Context: an optimization exercise on an open-source flow, tuned for small area. The choices shown serve that exercise and are no tape-out recipe. In this exercise RTL edits were held to simulation tests only and were not proved equivalent to the original. Power and IR drop assume default switching activity.

## oak
==> flow/design.v <==
package scope_cfg_pkg;
  localparam int adc_width       = 12;    
  localparam int host_data_width = 16;    
  localparam int mbox_width      = 32;    
  localparam int period_width    = 18;    
  localparam int capture_depth = 405;
  localparam logic [period_width-1:0] hold_low_cycles = 18'd142;   
  localparam logic [period_width-1:0] convt_start     = 18'd20;    
  localparam logic [period_width-1:0] convt_end       = 18'd162;   
  localparam logic [period_width-1:0] default_period = 18'd199;
  localparam logic [3:0] mbox_addr_period  = 4'd1;   
  localparam logic [3:0] mbox_addr_trigger = 4'd2;   
  localparam logic [15:0] trigger_free_run = 16'hffff;
  localparam int config_refresh = 1024;
  localparam int ring_len   = 15;
  localparam int ring_count = 27;
endpackage
package scope_types_pkg;
  typedef logic [12-1:0] sample_t;
  typedef logic [$clog2(405)-1:0] buf_addr_t;
  typedef logic [16-1:0] host_word_t;   
  typedef logic [3:0] mbox_addr_t;                                  
  typedef logic [18-1:0] period_t;         
  typedef logic [3:0] phase_t;      
  typedef logic [4:0] ring_sel_t;   
  typedef union packed {
    struct packed {
      logic [32-18-1:0] pad;   
      period_t                                                         period;
    } period_view;
    struct packed {
      logic [32-17:0] pad;       
      logic [15:0]                           trigger;   
    } trigger_view;
  } mbox_word_u;
endpackage
module adc_sampler (
  input  logic                                CLOCK_50,
  input  logic                                hps_fpga_reset_n,
  input  scope_types_pkg::period_t            sample_period,   
  input  logic [scope_cfg_pkg::adc_width-1:0] adc_bus,         
  output logic                                hold_n,
  output logic                                convt,
  output scope_types_pkg::sample_t            sample,         
  output logic                                sample_valid    
);
  scope_types_pkg::period_t conv_cnt;     
  scope_types_pkg::sample_t bus_rev;      
  logic                     convt_next;   
  logic                     convt_fall;   
  always_comb begin
    for (int i = 0; i < scope_cfg_pkg::adc_width; i++) begin
      bus_rev[i] = adc_bus[scope_cfg_pkg::adc_width-1-i];
    end
  end
  assign convt_next = (conv_cnt > scope_cfg_pkg::convt_start) &&
                      (conv_cnt < scope_cfg_pkg::convt_end);    
  assign convt_fall = convt && !convt_next;
  always_ff @(posedge CLOCK_50 or negedge hps_fpga_reset_n) begin
    if (!hps_fpga_reset_n) begin
      conv_cnt     <= '0;
      hold_n       <= 1'b0;   
      convt        <= 1'b0;
    end else begin
      if (conv_cnt >= sample_period) begin
        conv_cnt <= '0;
      end else begin
        conv_cnt <= conv_cnt + 1'b1;
      end
      hold_n       <= (conv_cnt >= scope_cfg_pkg::hold_low_cycles);   
      convt        <= convt_next;
    end
  end
  assign sample       = bus_rev;
  assign sample_valid = convt_fall;
endmodule
module config_reader (
  input  logic                        CLOCK_50,
  input  logic                        hps_fpga_reset_n,
  output scope_types_pkg::mbox_addr_t mbox_addr,
  input  scope_types_pkg::mbox_word_u mbox_rdata,
  output scope_types_pkg::period_t    sample_period,
  output scope_types_pkg::sample_t    trig_level,    
  output logic                        trig_free      
);
  logic [$clog2(scope_cfg_pkg::config_refresh)-1:0] refresh_cnt;
  logic                                             refresh_tick;   
  logic [2:0]                                       rd_seq;         
  logic                                             addr_trig;      
  scope_types_pkg::sample_t                         level_q;
  logic                                             free_q;
  assign refresh_tick = (int'(refresh_cnt) == scope_cfg_pkg::config_refresh - 1);
  assign mbox_addr = addr_trig ? scope_cfg_pkg::mbox_addr_trigger
                               : scope_cfg_pkg::mbox_addr_period;
  always_ff @(posedge CLOCK_50 or negedge hps_fpga_reset_n) begin
    if (!hps_fpga_reset_n) begin
      refresh_cnt <= '0;
      rd_seq      <= '0;
      addr_trig   <= 1'b0;
    end else begin
      if (refresh_tick) begin
        refresh_cnt <= '0;
      end else begin
        refresh_cnt <= refresh_cnt + 1'b1;
      end
      rd_seq <= {rd_seq[1:0], refresh_tick};
      if (refresh_tick) begin
        addr_trig <= 1'b0;
      end else if (rd_seq[0]) begin
        addr_trig <= 1'b1;   
      end
    end
  end
  always_ff @(posedge CLOCK_50 or negedge hps_fpga_reset_n) begin
    if (!hps_fpga_reset_n) begin
      sample_period <= scope_cfg_pkg::default_period;
      free_q        <= 1'b1;   
    end else begin
      if (rd_seq[1]) begin
        sample_period <= mbox_rdata.period_view.period;
      end
      if (rd_seq[2]) begin
        free_q <= (mbox_rdata.trigger_view.trigger == scope_cfg_pkg::trigger_free_run);
      end
    end
  end
  always_ff @(posedge CLOCK_50) begin
    if (rd_seq[2]) begin
      level_q <= mbox_rdata.trigger_view.trigger[scope_cfg_pkg::adc_width-1:0];
    end
  end
  assign trig_level = rd_seq[2] ? mbox_rdata.trigger_view.trigger[scope_cfg_pkg::adc_width-1:0]
                               : level_q;
  assign trig_free  = rd_seq[2] ? (mbox_rdata.trigger_view.trigger == scope_cfg_pkg::trigger_free_run)
                               : free_q;
endmodule
module trigger_capture (
  input  logic                          CLOCK_50,
  input  logic                          hps_fpga_reset_n,
  input  scope_types_pkg::sample_t      sample,
  input  logic                          sample_valid,
  input  scope_types_pkg::sample_t      trig_level,
  input  logic                          trig_free,
  output logic                          capture_done,   
  output scope_types_pkg::phase_t       phase,       
  input  scope_types_pkg::ring_sel_t    rd_ring,
  output scope_types_pkg::sample_t      rd_data      
);
  localparam int RL = scope_cfg_pkg::ring_len;
  localparam int RC = scope_cfg_pkg::ring_count;
  scope_types_pkg::sample_t   prev_sample;   
  scope_types_pkg::ring_sel_t wr_ring;       
  scope_types_pkg::phase_t    wr_slot;       
  logic                       wr_pend;       
  logic                       capturing;     
  logic                       crossing;
  logic                       start;
  logic                       accept;
  logic                       wr_now;        
  logic                       last;          
  assign crossing = (prev_sample < trig_level) && (sample > trig_level);   
  assign start    = sample_valid && !capturing && (crossing || trig_free);
  assign accept   = start || (sample_valid && capturing);
  assign last         = sample_valid && capturing &&
                        (wr_ring == scope_types_pkg::ring_sel_t'(RC - 1)) &&
                        (wr_slot == scope_types_pkg::phase_t'(RL - 2));
  always_ff @(posedge CLOCK_50 or negedge hps_fpga_reset_n) begin
    if (!hps_fpga_reset_n) begin
      prev_sample <= '0;
      capture_done <= 1'b0;
      capturing   <= 1'b0;
      wr_pend     <= 1'b0;
    end else begin
      if (sample_valid) begin
        prev_sample <= sample;
      end
      capture_done <= last;
      if (start) begin
        capturing <= 1'b1;
      end else if (last) begin
        capturing <= 1'b0;   
      end
      if (accept) begin
        wr_pend <= 1'b1;
      end else if (wr_now) begin
        wr_pend <= 1'b0;
      end
    end
  end
  always_ff @(posedge CLOCK_50) begin
    if (start) begin
      wr_ring <= '0;
      wr_slot <= '0;
    end else if (accept) begin
      if (wr_slot == scope_types_pkg::phase_t'(RL - 1)) begin
        wr_ring <= wr_ring + 1'b1;
        wr_slot <= '0;
      end else begin
        wr_slot <= wr_slot + 1'b1;
      end
    end
  end
  always_ff @(posedge CLOCK_50 or negedge hps_fpga_reset_n) begin
    if (!hps_fpga_reset_n) begin
      phase <= '0;
    end else if (phase == scope_types_pkg::phase_t'(RL - 1)) begin
      phase <= '0;
    end else begin
      phase <= phase + 1'b1;
    end
  end
  assign wr_now = wr_pend && (phase == wr_slot);
  logic [RC-1:0][RL-1:0][scope_cfg_pkg::adc_width-1:0] ring;
  logic [RC-1:0]                                        ring_wr;
  for (genvar r = 0; r < RC; r++) begin : g_ring
    assign ring_wr[r] = wr_now && (wr_ring == scope_types_pkg::ring_sel_t'(r));
    always_ff @(posedge CLOCK_50) begin
      ring[r] <= {ring[r][RL-2:0], (ring_wr[r] ? prev_sample : ring[r][RL-1])};
    end
  end
  always_comb begin
    rd_data = '0;
    for (int r = 0; r < RC; r++) begin
      rd_data |= ring[r][RL-1] & {scope_cfg_pkg::adc_width{rd_ring == scope_types_pkg::ring_sel_t'(r)}};
    end
  end
endmodule
module host_copy (
  input  logic                          CLOCK_50,
  input  logic                          hps_fpga_reset_n,
  input  logic                          capture_done,
  input  logic                          host_reading,   
  input  scope_types_pkg::phase_t       phase,
  output scope_types_pkg::ring_sel_t    rd_ring,
  input  scope_types_pkg::sample_t      rd_data,
  output scope_types_pkg::buf_addr_t    host_addr,
  output logic                          host_write,
  output scope_types_pkg::host_word_t   host_wdata,
  output logic                          host_busy
);
  localparam int RL = scope_cfg_pkg::ring_len;
  logic                     fetching;    
  logic                     start;
  logic                     last_wr;     
  scope_types_pkg::phase_t  lag;         
  scope_types_pkg::phase_t  start_lag;   
  scope_types_pkg::sample_t wdata;
  logic [RL-2:0][scope_cfg_pkg::adc_width-1:0] dly;   
  assign start     = capture_done && !host_reading && !fetching;
  assign last_wr   = host_write &&
                     (host_addr == scope_types_pkg::buf_addr_t'(scope_cfg_pkg::capture_depth - 2));
  assign start_lag = (phase >= scope_types_pkg::phase_t'(RL - 2)) ? phase - (RL - 2)
                                                                  : phase + 2'd2;
  always_ff @(posedge CLOCK_50 or negedge hps_fpga_reset_n) begin
    if (!hps_fpga_reset_n) begin
      fetching   <= 1'b0;
      host_write <= 1'b0;
    end else begin
      if (start) begin
        fetching <= 1'b1;
      end else if (last_wr) begin
        fetching <= 1'b0;
      end
      host_write <= fetching;
    end
  end
  always_ff @(posedge CLOCK_50) begin
    if (start) begin
      lag <= start_lag;
    end
    host_addr <= host_write ? host_addr + 1'b1 : '0;
    if (!host_write) begin
      rd_ring <= '0;
    end else if (phase == scope_types_pkg::phase_t'(RL - 1)) begin
      rd_ring <= rd_ring + 1'b1;
    end
    dly <= {dly[RL-3:0], rd_data};
  end
  always_comb begin
    wdata = rd_data & {scope_cfg_pkg::adc_width{lag == '0}};
    for (int i = 0; i < RL - 1; i++) begin
      wdata |= dly[i] & {scope_cfg_pkg::adc_width{lag == scope_types_pkg::phase_t'(i + 1)}};
    end
  end
  assign host_wdata = {{(scope_cfg_pkg::host_data_width - scope_cfg_pkg::adc_width){1'b0}},
                       wdata};
  assign host_busy  = host_write;
endmodule
module scope_top (
  input  logic                                CLOCK_50,
  input  logic                                hps_fpga_reset_n,
  input  logic [scope_cfg_pkg::adc_width-1:0] adc_bus,
  output logic                                hold_n,
  output logic                                convt,
  output scope_types_pkg::mbox_addr_t         mbox_addr,
  input  scope_types_pkg::mbox_word_u         mbox_rdata,
  input  logic                                host_reading,
  output scope_types_pkg::buf_addr_t          host_addr,
  output logic                                host_write,
  output scope_types_pkg::host_word_t         host_wdata,
  output logic                                host_busy
);
  scope_types_pkg::period_t   sample_period;
  scope_types_pkg::sample_t   trig_level;
  logic                       trig_free;
  scope_types_pkg::sample_t   sample;
  logic                       sample_valid;
  logic                       capture_done;
  scope_types_pkg::phase_t    phase;
  scope_types_pkg::ring_sel_t rd_ring;
  scope_types_pkg::sample_t   rd_data;
  adc_sampler u_adc_sampler (
    .CLOCK_50         (CLOCK_50),
    .hps_fpga_reset_n (hps_fpga_reset_n),
    .sample_period    (sample_period),
    .adc_bus          (adc_bus),
    .hold_n           (hold_n),
    .convt            (convt),
    .sample           (sample),
    .sample_valid     (sample_valid)
  );
  config_reader u_config_reader (
    .CLOCK_50         (CLOCK_50),
    .hps_fpga_reset_n (hps_fpga_reset_n),
    .mbox_addr        (mbox_addr),
    .mbox_rdata       (mbox_rdata),
    .sample_period    (sample_period),
    .trig_level       (trig_level),
    .trig_free        (trig_free)
  );
  trigger_capture u_trigger_capture (
    .CLOCK_50         (CLOCK_50),
    .hps_fpga_reset_n (hps_fpga_reset_n),
    .sample           (sample),
    .sample_valid     (sample_valid),
    .trig_level       (trig_level),
    .trig_free        (trig_free),
    .capture_done     (capture_done),
    .phase            (phase),
    .rd_ring          (rd_ring),
    .rd_data          (rd_data)
  );
  host_copy u_host_copy (
    .CLOCK_50         (CLOCK_50),
    .hps_fpga_reset_n (hps_fpga_reset_n),
    .capture_done     (capture_done),
    .host_reading     (host_reading),
    .phase            (phase),
    .rd_ring          (rd_ring),
    .rd_data          (rd_data),
    .host_addr        (host_addr),
    .host_write       (host_write),
    .host_wdata       (host_wdata),
    .host_busy        (host_busy)
  );
endmodule
==> flow/config.mk <==
export PLATFORM = sky130hd
export DESIGN_NAME = scope_top
export DESIGN_NICKNAME = scope_top
export VERILOG_FILES = /design/flow/design.v
export SDC_FILE = /design/flow/constraint.sdc
export NUM_CORES = 4
export LEC_CHECK = 0
export ABC_AREA = 1
export CAP_MARGIN = 20
export CORE_MARGIN = 2
export CORE_UTILIZATION = 65
export CTS_BUF_LIST = sky130_fd_sc_hd__clkbuf_16
export CTS_CLUSTER_DIAMETER = 80
export CTS_CLUSTER_SIZE = 32
export SLEW_MARGIN = 20
export SYNTH_MEMORY_MAX_BITS = 8192
==> flow/constraint.sdc <==
create_clock -name core_clock -period 10.0 [get_ports {CLOCK_50}]
set_input_delay 2.0000 -clock core_clock [delete_from_list [all_inputs] [get_ports {CLOCK_50}]]
set_output_delay 2.0000 -clock core_clock [all_outputs]
set_load 0.01 [all_outputs]
run.sh (not shown) runs the stock make flow with config.mk's settings and CLKGATE_MAP_FILE= SYNTH_SCRIPT=/design/flow/synth_recipe.tcl, a recipe that flattens the netlist after the stock synthesis.
#### Input delta (pine over oak)
--- a/flow/design.v
+++ b/flow/design.v
@@ -40,10 +40,10 @@
   input  scope_types_pkg::period_t            sample_period,   
   input  logic [scope_cfg_pkg::adc_width-1:0] adc_bus,         
   output logic                                hold_n,
   output logic                                convt,
-  output scope_types_pkg::sample_t            sample,         
-  output logic                                sample_valid    
+  output scope_types_pkg::sample_t            sample,
+  output logic                                sample_valid
 );
   scope_types_pkg::period_t conv_cnt;     
   scope_types_pkg::sample_t bus_rev;      
   logic                     convt_next;   
@@ -60,20 +60,25 @@
     if (!hps_fpga_reset_n) begin
       conv_cnt     <= '0;
       hold_n       <= 1'b0;   
       convt        <= 1'b0;
+      sample_valid <= 1'b0;
     end else begin
       if (conv_cnt >= sample_period) begin
         conv_cnt <= '0;
       end else begin
         conv_cnt <= conv_cnt + 1'b1;
       end
       hold_n       <= (conv_cnt >= scope_cfg_pkg::hold_low_cycles);   
       convt        <= convt_next;
+      sample_valid <= convt_fall;   
+    end
+  end
+  always_ff @(posedge CLOCK_50) begin
+    if (convt_fall) begin
+      sample <= bus_rev;
     end
   end
-  assign sample       = bus_rev;
-  assign sample_valid = convt_fall;
 endmodule
 module config_reader (
   input  logic                        CLOCK_50,
   input  logic                        hps_fpga_reset_n,
@@ -86,10 +91,8 @@
   logic [$clog2(scope_cfg_pkg::config_refresh)-1:0] refresh_cnt;
   logic                                             refresh_tick;   
   logic [2:0]                                       rd_seq;         
   logic                                             addr_trig;      
-  scope_types_pkg::sample_t                         level_q;
-  logic                                             free_q;
   assign refresh_tick = (int'(refresh_cnt) == scope_cfg_pkg::config_refresh - 1);
   assign mbox_addr = addr_trig ? scope_cfg_pkg::mbox_addr_trigger
                                : scope_cfg_pkg::mbox_addr_period;
   always_ff @(posedge CLOCK_50 or negedge hps_fpga_reset_n) begin
@@ -113,36 +116,32 @@
   end
   always_ff @(posedge CLOCK_50 or negedge hps_fpga_reset_n) begin
     if (!hps_fpga_reset_n) begin
       sample_period <= scope_cfg_pkg::default_period;
-      free_q        <= 1'b1;   
+      trig_free     <= 1'b1;   
     end else begin
       if (rd_seq[1]) begin
         sample_period <= mbox_rdata.period_view.period;
       end
       if (rd_seq[2]) begin
-        free_q <= (mbox_rdata.trigger_view.trigger == scope_cfg_pkg::trigger_free_run);
+        trig_free <= (mbox_rdata.trigger_view.trigger == scope_cfg_pkg::trigger_free_run);
       end
     end
   end
   always_ff @(posedge CLOCK_50) begin
     if (rd_seq[2]) begin
-      level_q <= mbox_rdata.trigger_view.trigger[scope_cfg_pkg::adc_width-1:0];
+      trig_level <= mbox_rdata.trigger_view.trigger[scope_cfg_pkg::adc_width-1:0];
     end
   end
-  assign trig_level = rd_seq[2] ? mbox_rdata.trigger_view.trigger[scope_cfg_pkg::adc_width-1:0]
-                               : level_q;
-  assign trig_free  = rd_seq[2] ? (mbox_rdata.trigger_view.trigger == scope_cfg_pkg::trigger_free_run)
-                               : free_q;
 endmodule
 module trigger_capture (
   input  logic                          CLOCK_50,
   input  logic                          hps_fpga_reset_n,
   input  scope_types_pkg::sample_t      sample,
   input  logic                          sample_valid,
   input  scope_types_pkg::sample_t      trig_level,
   input  logic                          trig_free,
-  output logic                          capture_done,   
+  output logic                          capture_done,
   output scope_types_pkg::phase_t       phase,       
   input  scope_types_pkg::ring_sel_t    rd_ring,
   output scope_types_pkg::sample_t      rd_data      
 );
@@ -156,29 +155,26 @@
   logic                       crossing;
   logic                       start;
   logic                       accept;
   logic                       wr_now;        
-  logic                       last;          
   assign crossing = (prev_sample < trig_level) && (sample > trig_level);   
   assign start    = sample_valid && !capturing && (crossing || trig_free);
   assign accept   = start || (sample_valid && capturing);
-  assign last         = sample_valid && capturing &&
+  assign capture_done = sample_valid && capturing &&
                         (wr_ring == scope_types_pkg::ring_sel_t'(RC - 1)) &&
                         (wr_slot == scope_types_pkg::phase_t'(RL - 2));
   always_ff @(posedge CLOCK_50 or negedge hps_fpga_reset_n) begin
     if (!hps_fpga_reset_n) begin
       prev_sample <= '0;
-      capture_done <= 1'b0;
       capturing   <= 1'b0;
       wr_pend     <= 1'b0;
     end else begin
       if (sample_valid) begin
         prev_sample <= sample;
       end
-      capture_done <= last;
       if (start) begin
         capturing <= 1'b1;
-      end else if (last) begin
+      end else if (capture_done) begin
         capturing <= 1'b0;   
       end
       if (accept) begin
         wr_pend <= 1'b1;
@@ -214,9 +210,9 @@
   logic [RC-1:0]                                        ring_wr;
   for (genvar r = 0; r < RC; r++) begin : g_ring
     assign ring_wr[r] = wr_now && (wr_ring == scope_types_pkg::ring_sel_t'(r));
     always_ff @(posedge CLOCK_50) begin
-      ring[r] <= {ring[r][RL-2:0], (ring_wr[r] ? prev_sample : ring[r][RL-1])};
+      ring[r] <= {ring[r][RL-2:0], (ring_wr[r] ? sample : ring[r][RL-1])};
     end
   end
   always_comb begin
     rd_data = '0;
--- outcome ---
Going from oak to pine, tightest slew margin relative to the limit went up 9.4 points, synthesized-area fraction occupied by xor and xnor cells held, count of distinct cell types in the synthesized netlist went down about 9%. [compare] base=oak new=pine: relative contribution of combinational cells to total power decreased by 0.2 points relative to the old numbers, layout sequential cell count neither gained nor lost much, pre-CTS setup slack up 0.073 ns. Cell area across pine and oak: no real change. On die area, pine tracks oak almost exactly. Summary of pine over oak: post-CTS resize count barely changed; y dimension of the die ~0 delta. Summary of pine over oak: overall power of the completed layout higher, non-clock buffer count lower.

==> re-timing with driven ports <==
Ports are ideal in the flow. The routed layouts listed here were re-timed in OpenROAD. Step 1 sets driving cells, clkbuf_16 on the clock port and buf_2 on the other inputs (assumed; they add their load-dependent delay and slew). Step 2 adds t to the input delays and takes it off the output delays; t is the mean of the earliest and latest rising clock arrival at the registers after step 1. Input paths then give back, and output paths get back, about the clock's delay inside the block. Slacks: ideal ports / drivers / drivers and shift; pairs: ideal ports / drivers.
run | t, ns | slack for setup (ns) | worst setup path at the end | worst register clock-pin slew, ns | worst slew at a driven data input, ns
oak | 0.923 | 3.199 / 3.115 / 4.038 | register to output | 0.12 / 0.12 | 0.06
pine | 0.925 | 3.171 / 3.082 / 4.007 | register to output | 0.11 / 0.11 | 0.05
After both steps setup and hold are still met in every run listed.
